Background: an optimization exercise with open tools, aiming at small area, a short achievable clock period and few clock cycles per item. Do not read the settings as production practice.
RTL that was checked went through simulation tests only; none was proved equivalent to the original.

Setup of v26:
Design aes_dec_core, start of the top module:
module aes_dec_core (
    input  logic         clk,
    input  logic         rst,
    input  logic         start,
    input  logic [127:0] key,
    input  logic [127:0] ciphertext,
    input  logic         step_en,
    output logic         busy,
    output logic         done,
    output logic [127:0] plaintext
);
For scale: ~7,500 cells after synthesis, ~390 I/O pins.
clock: 8.0 ns
lec_check: 0
cap_margin: 20
cell_pad_in_sites_detail_placement: 1
cell_pad_in_sites_global_placement: 2
core_margin: 2
core_utilization: 40
cts_buf_list: sky130_fd_sc_hd__clkbuf_8
place_density: 0.55
setup_slack_margin: 4.5
slew_margin: 20
standard.sh (not shown) runs the stock make flow with config.mk's settings and CLKGATE_MAP_FILE= SYNTH_SCRIPT=/design/flow/synth_recipe.tcl, a recipe that flattens the netlist after the stock synthesis.
==> flow/flow/run.sh <==
#!/bin/bash
# Standard ORFS layout, with the synthesis technology mapping done by the ABC
# script in flow/abc_speed.script (area-oriented mapping, then sizing), and the
# port buffers made from the small buf_1 cell.
set -euo pipefail
cd "$(dirname "${BASH_SOURCE[0]}")/.."
W=$PWD
rm -rf "$W/scripts_own"
cp -r "$FLOW_HOME/scripts" "$W/scripts_own"
cp "$W/flow/abc_speed.script" "$W/scripts_own/abc_speed.script"
bash standard.sh SCRIPTS_DIR="$W/scripts_own" \
    "BUFFER_PORTS_ARGS=-buffer_cell sky130_fd_sc_hd__buf_1" finish > "$W/standard_flow.log" 2>&1
==> flow/flow/abc_speed.script <==
&get -n
&st
&dch -f
&nf
&put
topo
stime -c
buffer -c
upsize -c
dnsize -c
Testbench counts of v26, summed over its fixed seeds: cycles 6,353, blocks 560.
> inputs changed (v26 -> v1)
--- a/flow/design.v
+++ b/flow/design.v
@@ -49,22 +49,25 @@
         gf256_inv_b = {gf16_mul(p[11:8], p[3:0]), gf16_mul(p[7:4], p[3:0])};
     endfunction
     function automatic logic [11:0] inv_sbox_a(input logic [7:0] x);
         inv_sbox_a = gf256_inv_a({x[1] ^ x[2] ^ x[6] ^ x[7], ~(x[0] ^ x[3]), x[3] ^ x[4] ^ x[5] ^ x[6], ~(x[1] ^ x[2] ^ x[7]), ~(x[5] ^ x[7]), x[1] ^ x[2] ^ x[6], x[2] ^ x[3] ^ x[5] ^ x[6], x[3]});
     endfunction
     function automatic logic [7:0] inv_sbox_b(input logic [11:0] p);
         logic [7:0] t;
         t = gf256_inv_b(p);
         inv_sbox_b = {t[1] ^ t[2] ^ t[5], t[2] ^ t[3] ^ t[6] ^ t[7], t[1] ^ t[2] ^ t[5] ^ t[7], t[1] ^ t[3] ^ t[4], t[1] ^ t[4] ^ t[6] ^ t[7], t[1] ^ t[4] ^ t[5], t[4] ^ t[6] ^ t[7], t[0] ^ t[1] ^ t[2] ^ t[4]};
     endfunction
+    function automatic logic [7:0] sbox_in(input logic [7:0] x);
+        sbox_in = {x[5] ^ x[7], x[1] ^ x[2] ^ x[3] ^ x[4] ^ x[5] ^ x[6], x[1] ^ x[4] ^ x[6] ^ x[7], x[2] ^ x[3] ^ x[4] ^ x[6] ^ x[7], x[1] ^ x[2] ^ x[6] ^ x[7], x[3] ^ x[4] ^ x[6], x[1] ^ x[3], x[0] ^ x[1] ^ x[2] ^ x[3] ^ x[7]};
+    endfunction
     function automatic logic [11:0] sbox_a(input logic [7:0] x);
-        sbox_a = gf256_inv_a({x[5] ^ x[7], x[1] ^ x[2] ^ x[3] ^ x[4] ^ x[5] ^ x[6], x[1] ^ x[4] ^ x[6] ^ x[7], x[2] ^ x[3] ^ x[4] ^ x[6] ^ x[7], x[1] ^ x[2] ^ x[6] ^ x[7], x[3] ^ x[4] ^ x[6], x[1] ^ x[3], x[0] ^ x[1] ^ x[2] ^ x[3] ^ x[7]});
+        sbox_a = gf256_inv_a(sbox_in(x));
     endfunction
     function automatic logic [7:0] sbox_b(input logic [11:0] p);
         logic [7:0] t;
         t = gf256_inv_b(p);
         sbox_b = {t[2] ^ t[7], ~(t[4] ^ t[7]), ~(t[2] ^ t[3] ^ t[7]), t[0] ^ t[2] ^ t[3] ^ t[4] ^ t[5], t[0], t[0] ^ t[1] ^ t[2] ^ t[3] ^ t[4], ~(t[0] ^ t[1] ^ t[3] ^ t[7]), ~(t[0] ^ t[6])};
     endfunction
     function automatic logic [7:0] xtime(input logic [7:0] x);
         xtime = {x[6:0], 1'b0} ^ (x[7] ? 8'h1b : 8'h00);
     endfunction
     function automatic logic [7:0] inv_xtime(input logic [7:0] x);
@@ -100,20 +103,27 @@
             src = {dst[3:2] - dst[1:0], dst[1:0]};
             o[191 - 12*i -: 12] = inv_sbox_a(s[127 - 8*int'(src) -: 8]);
         end
         round_a = o;
     endfunction
     function automatic logic [127:0] round_b(input logic [191:0] p);
         logic [127:0] o;
         o = '0;
         for (int i = 0; i < 16; i++) o[127 - 8*i -: 8] = inv_sbox_b(p[191 - 12*i -: 12]);
         round_b = o;
+    endfunction
+    function automatic logic [31:0] key_in(input logic [31:0] w);
+        key_in = {sbox_in(w[31:24]), sbox_in(w[23:16]), sbox_in(w[15:8]), sbox_in(w[7:0])};
+    endfunction
+    function automatic logic [47:0] key_a_t(input logic [31:0] t);
+        key_a_t = {gf256_inv_a(t[23:16]), gf256_inv_a(t[15:8]), gf256_inv_a(t[7:0]),
+                   gf256_inv_a(t[31:24])};
     endfunction
     function automatic logic [47:0] key_a(input logic [31:0] w);
         key_a = {sbox_a(w[23:16]), sbox_a(w[15:8]), sbox_a(w[7:0]), sbox_a(w[31:24])};
     endfunction
     function automatic logic [31:0] key_b(input logic [47:0] m);
         key_b = {sbox_b(m[47:36]), sbox_b(m[35:24]), sbox_b(m[23:12]), sbox_b(m[11:0])};
     endfunction
     logic [127:0] s_r, p2_r, ra_r, rb_r, rc_r;
     logic [31:0]  ra3_r, rc3_r;    
     logic [191:0] p1_r;
@@ -174,30 +184,30 @@
             end else if (mv) begin
                 x_act_r <= 1'b0;
             end else if (x_act_r && !x_rdy_r && step_en && x_half_r && x_rc_r == 8'h36) begin
                 kv_r    <= 1'b1;
             end
             busy_r <= accept || (x_act_r && !mv);
         end
         if (step_en) begin
             p1_r   <= round_a(s_r);
             rb_r   <= ra_r;
-            m_r    <= key_a(ra3_r);
+            m_r    <= key_a_t(ra3_r);
             b_rc_r <= a_rc_r;
             p2_r   <= z;
             rc_r   <= kdec;
-            rc3_r  <= rb_r[95:64] ^ rb_r[31:0];
+            rc3_r  <= key_in(rb_r[95:64] ^ rb_r[31:0]);
             c_rc_r <= inv_xtime(b_rc_r);
             if (mv) begin
                 s_r    <= x_ct_r ^ x_k_r;
                 ra_r   <= x_k_r;
-                ra3_r  <= x_k_r[31:0] ^ x_k_r[63:32];
+                ra3_r  <= key_in(x_k_r[31:0] ^ x_k_r[63:32]);
                 a_rc_r <= 8'h36;
             end else begin
                 s_r    <= inv_mix(p2_r);
                 ra_r   <= rc_r;
                 ra3_r  <= rc3_r;
                 a_rc_r <= c_rc_r;
             end
         end
         if (!x_act_r) x_ct_r <= ciphertext;
         if (accept) begin
## What came out
- Between v1 and v26, it is v1 whose fraction of standard cell area in multi-input logic is higher, by 0.37 points.
- Looking only at met2 routed wirelength, and setting everything else aside, the lower value of v26 and v1 goes to v1.
- Start point of the critical path = ra3_r[6]: v26; start point of the critical path = step_en: v1
- Of v26 and v1, the higher routed wire length belongs to v26.
- On synthesized area, v26 beats v1.
No functional check of the RTL was part of v1.

## static timing again, ports no longer ideal
Ports are ideal in the flow. The routed layouts listed here were re-timed in OpenROAD. Step 1: set_driving_cell puts a clkbuf_16 on clk and a buf_2 on each other input, an assumption about the parent block. Step 2, shift: input delay + t, output delay - t, t = (earliest + latest rising clock arrival at the registers) / 2. This alone moves slack from input paths to output paths. a / b / c = ideal ports / drivers / drivers and shift; a / b = the first two.
run	shift t [ns]	setup slack, ns	worst data-port slew with drivers (ns)
v26	1.086	4.571 / 4.497 / 3.554	0.19
v1	1.098	4.446 / 4.429 / 3.331	0.16
After both steps every run listed still meets setup and hold. The setup slack of v1, which loses most, moves by -0.017 ns with the drivers and by -1.115 ns with both steps.
